Background: an optimization exercise with open tools, aiming at small area, a short achievable clock period and few clock cycles per item. Do not read the settings as production practice.
The RTL was checked by simulation tests, not by an equivalence proof against the original design.
No activity file was given, so power comes from the tool's default toggle rates.

Setup of run A:
// riscv_small
module riscv_small #(
    parameter logic [31:0] RESET_PC = '0
) (
    input  logic        clk,
    input  logic        rst_n,
    input  logic        inst_ready,    
    input  logic [31:0] inst_data,
    output logic [31:0] inst_addr,
    output logic        inst_rd_en,
    input  logic        data_ready,    
    input  logic [31:0] data_rd,
    output logic        data_rd_en,
    output logic        data_wr_en,
    output logic [31:0] data_wr,
    output logic [31:0] data_addr
);
    localparam int FD = 3;             
    logic [31:2] pc;
    logic        rd_en_q;              
    logic [31:0] fq [FD];              
    logic [FD:0] fv;                   
    logic [FD:0] fvp;                  
    logic        e_we, e_ld, e_st;     
    logic [4:0]  e_rd;
    logic [31:0] e_a, e_b;             
    logic [31:0] e_sd;                 
    logic        e_fbM;
    logic        e_sub, e_sadd, e_sslt, e_ssh, e_left, e_arith;
    logic        e_sxor, e_sor, e_sand, e_scmp;
    logic        m_we, m_rden, m_wren;
    logic        m_mem;                
    logic        m_ldw;                
    logic [4:0]  m_rd;
    logic [31:0] m_res, m_sd;
    logic [31:0] m_fwd;                
    logic [31:0] m_val;
    logic stall, hold, d_go, cons, acc;
    assign stall = m_mem & !data_ready;
    assign inst_addr  = {pc, 2'b00};
    assign inst_rd_en = rd_en_q;
    assign acc = rd_en_q & inst_ready & (!fv[FD-1] | (fv[0] & !hold & !m_mem));
    assign fvp        = {fv[FD-1:0], 1'b1};
    always_ff @(posedge clk or negedge rst_n) begin
        if (!rst_n) begin
            pc      <= RESET_PC[31:2];
            rd_en_q <= 1'b0;
            fv      <= '0;
        end else begin
            rd_en_q <= 1'b1;
            if (acc)
                pc <= pc + 30'd1;
            for (int i = 0; i < FD; i++) begin
                if (cons)
                    fv[i] <= fv[i+1] | (acc & fv[i]);
                else
                    fv[i] <= fv[i] | (acc & fvp[i]);
            end
        end
    end
    logic [6:0]  in_opc;
    logic [2:0]  in_f3;
    logic        in_op, in_opi, in_lui, in_ld, in_st;
    logic [31:0] in_word;
  ...
Settings: LEC_CHECK=0, CAP_MARGIN=10, CORE_MARGIN=2, CORE_UTILIZATION=40, CTS_CLUSTER_DIAMETER=60, CTS_CLUSTER_SIZE=20, SETUP_SLACK_MARGIN=4.6, SLEW_MARGIN=10, TNS_END_PERCENT=100; clock period 8.0 ns.
standard.sh (not shown) runs the stock make flow with config.mk's settings and CLKGATE_MAP_FILE= SYNTH_SCRIPT=/design/flow/synth_recipe.tcl, a recipe that flattens the netlist after the stock synthesis.
==> flow/flow/run.sh <==
#!/bin/bash
# Standard layout, with plain buffers (not delay cells) on the ports.
set -euo pipefail
export BUFFER_PORTS_ARGS="-buffer_cell sky130_fd_sc_hd__buf_2"
bash standard.sh > standard_flow.log 2>&1
Run A | status: complete | timing, DRC, antenna: pass
Testbench counts of run A, summed over its fixed seeds: cycles 15,402, insts 11,832.
Changes in run B relative to run A:
Settings: SLEW_MARGIN now 20, was 10; SETUP_SLACK_MARGIN now 4.8, was 4.6; CAP_MARGIN now 20, was 10.
Findings:
- Any difference in cell count after placement between run A and run B is small enough to ignore.
- Per the comparison of run B with run A, post-CTS setup-driven buffer insertion count +59, final design utilization saw an increase, final-layout worst hold slack decreased 0.0044 ns.
- Between run A and run B, flip-flop and latch share of the layout cell area decreased.
- Overall power consumption, run B and run A: larger value in run B
- The run showing the smaller longest individual stage delay on the worst path is run B.
- Run B vs. run A: critical path depth went down by 1.
- Layout buffer count excluding clock buffers was higher in the run labelled run B.
- Compared with run A, run B shows a higher ratio of routed vias to standard cells.
--- input diff run B..run C ---
Settings: swapping 4.8 for 4.5 in SETUP_SLACK_MARGIN; swapping 20 for 24 in CTS_CLUSTER_SIZE.
==> comparison <==
Capture point of the worst path = e_a[12]$_SDFFCE_PP0N_: run B; capture point of the worst path = m_fwd[27]$_SDFFCE_PN0N_: run C
Clock skew, run B and run C, higher one = run C.
The higher global-route usage of run B and run C is in run C.
Run C ends up with a global-route track usage on met2 that is 0.62 points higher than in run B.
Going from run B to run C, basic-gate share of the synthesized area counting and, or, nand and nor cells stayed essentially flat; clock slew at the register clock pins of the worst setup and hold paths barely changed.

==> port drivers added, routing unchanged <==
In the flow no input, the clock included, has a driving cell. The finished layouts below were timed again as built, in two steps.
Step 1 (the two cells are an assumption about what drives the block):
set clk [get_ports {clk}]
set_driving_cell -lib_cell sky130_fd_sc_hd__clkbuf_16 $clk
set_driving_cell -lib_cell sky130_fd_sc_hd__buf_2 [delete_from_list [all_inputs] $clk]
Step 2 also shifts input and output timing later by t, the mid clock arrival at the registers, as if the neighbouring blocks saw the same clock.
a / b / c = no drivers / after step 1 / after step 2; a / b = the first two.
| run | t, ns | setup WS [ns] | latest minus earliest clock arrival (ns) |
|---|---|---|---|
| run A | 0.861 | 4.453 / 4.453 / 3.972 | 0.064 / 0.065 |
| run B | 0.845 | 4.632 / 4.632 / 4.350 | 0.062 / 0.062 |
| run C | 0.862 | 4.280 / 4.280 / 3.973 | 0.088 / 0.088 |
After both steps setup and hold are still met in every run listed. For run A, which loses most, drivers alone change the setup slack by 0.000 ns; drivers and shift together by -0.481 ns.
